This is an optimization exercise on Yosys and OpenROAD, whose aim is small area, a short achievable clock period and few clock cycles per item, not a production implementation.
In this exercise RTL edits were held to simulation tests only and were not proved equivalent to the original.
No activity file was given, so power comes from the tool's default toggle rates.

v19:
Design bounded_deque_with_positional_ops, start of the top module:
module bounded_deque_with_positional_ops
(
   input  wire logic    clock,
   input  wire logic    reset,
   input  wire logic    start,
   output logic         busy,
   input  wire logic [39:0] req_data,
   output logic         rsp_strobe,
   output logic [43:0] rsp_data
);
   bdq_pkg::ctl_cmd_type cmd;
   bdq_pkg::word_type    req_value;
   bdq_pkg::rsp_type     rsp_word;
   logic [IDX_W-1:0]     gm1;
   logic [CNT_W-1:0]     count;
   logic                 min_hit;
   bdq_pkg::word_type    rd_word;
   assign rsp_data = rsp_word;
   bdq_ctrl u_ctrl (
      .clock     (clock),
      .reset     (reset),
      .start     (start),
      .req_in    (req_data),
      .min_hit   (min_hit),
      .rd_word   (rd_word),
      .cmd       (cmd),
      .req_value (req_value),
      .gm1       (gm1),
      .count     (count),
      .busy      (busy)
   );
   bdq_datapath u_datapath (
      .clock      (clock),
      .reset      (reset),
      .req_value  (req_value),
      .cmd        (cmd),
      .gm1        (gm1),
      .count      (count),
      .min_hit    (min_hit),
      .rd_word    (rd_word),
      .rsp_strobe (rsp_strobe),
      .rsp_data   (rsp_word)
   );
endmodule
make LEC_CHECK=0 CAP_MARGIN=20 CORE_MARGIN=2 CORE_UTILIZATION=40 CTS_BUF_LIST='sky130_fd_sc_hd__clkbuf_4 sky130_fd_sc_hd__clkbuf_8' CTS_CLUSTER_SIZE=20 PLACE_DENSITY=0.6 SETUP_SLACK_MARGIN=3.6 SLEW_MARGIN=20 TNS_END_PERCENT=10 finish   # period 6.0 ns
run.sh (not shown) runs the stock make flow with config.mk's settings and CLKGATE_MAP_FILE= SYNTH_SCRIPT=/design/flow/synth_recipe.tcl, a recipe that flattens the netlist after the stock synthesis.
Testbench counts of v19, summed over its fixed seeds: cycles 8,712, items 8,000.
Here is what was changed in the inputs of v25 compared with v19.
# v19
export LEC_CHECK = 0
export CAP_MARGIN = 20
export CORE_MARGIN = 2
export CORE_UTILIZATION = 40
export CTS_BUF_LIST = sky130_fd_sc_hd__clkbuf_4 sky130_fd_sc_hd__clkbuf_8
export CTS_CLUSTER_SIZE = 20
export PLACE_DENSITY = 0.6
export SETUP_SLACK_MARGIN = 3.6
export SLEW_MARGIN = 20
export TNS_END_PERCENT = 10
create_clock -name core_clock -period 6.0 [get_ports {clock}]
# v25
export LEC_CHECK = 0
export CAP_MARGIN = 20
export CORE_MARGIN = 2
export CORE_UTILIZATION = 45
export PLACE_DENSITY = 0.65
export SETUP_SLACK_MARGIN = 3.5
export SLEW_MARGIN = 20
export TNS_END_PERCENT = 10
create_clock -name core_clock -period 6.0 [get_ports {clock}]
## What came out
Layout checks on v25: not met. Flow itself completed; violations: capacitance limit, slew limit.
Number of global-route vias before repair: v25 lower than v19
Any difference in combinational power between v19 and v25 is small enough to ignore.
Changes observed in v25 relative to v19: power has decreased; number of antenna diodes went down; combinational cell fraction of total power +0.3 points; part of the total power dissipated in the clock network shows a reduction of 0.7 points.
v19 -> v25: post-cts repair resize count increased by a little under 10%
Time the worst path needs with I/O delays and setup is higher on v19

* * *

bounded_deque_with_positional_ops, a different RTL version from the one above (not shown whole).
Size in the first run: about 3700 cells after synthesis, about 89 I/O pins.
export LEC_CHECK = 0
export CAP_MARGIN = 20
export CORE_MARGIN = 2
export CORE_UTILIZATION = 45
export CTS_BUF_LIST = sky130_fd_sc_hd__clkbuf_4 sky130_fd_sc_hd__clkbuf_8
export CTS_CLUSTER_SIZE = 20
export PLACE_DENSITY = 0.65
export SETUP_SLACK_MARGIN = 3.3
export SLEW_MARGIN = 20
export TNS_END_PERCENT = 10
create_clock -name core_clock -period 6.0 [get_ports {clock}]
The first run finished with timing, DRC and antenna clean.
Testbench counts at the start, summed over its fixed seeds: cycles 8,712, items 8,000.
==> next run, changes <==
- CTS_BUF_LIST: sky130_fd_sc_hd__clkbuf_4 sky130_fd_sc_hd__clkbuf_8 -> unset
- CTS_CLUSTER_SIZE: 20 -> unset
Effect: The new run completed without violations. Total power rose by 0.30%. Core utilization went up by 0.50 points. Count of clock-buffer cells in the layout drops by 75. Via count came out higher by 0.39%. Register-to-register slack is better by 0.14 ns.

-- afterwards: timing with drivers on the ports --
How much do the figures lean on ideal ports? The routed layouts below were timed once more, with nothing changed but the port constraints. Step 1 sets driving cells, clkbuf_16 on the clock port and buf_2 on the other inputs (assumed; they add their load-dependent delay and slew). Step 2 also shifts input and output timing later by t, the mid clock arrival at the registers, as if the neighbouring blocks saw the same clock. Slacks: no drivers / after step 1 / after step 2; pairs: no drivers / after step 1.
| run | shift t [ns] | setup slack, ns | worst setup path at the end |
|---|---|---|---|
| v19 | 0.824 | 2.725 / 2.682 / 2.075 | input to register |
| v25 | 0.691 | 2.778 / 2.775 / 2.344 | input to register |
| the first run of note 2 | 0.845 | 2.736 / 2.736 / 2.594 | input to register |
| the second run of note 2 | 0.721 | 2.874 / 2.874 / 2.604 | input to register |
The setup slack of v19, which loses most, moves by -0.043 ns with the drivers and by -0.650 ns with both steps.
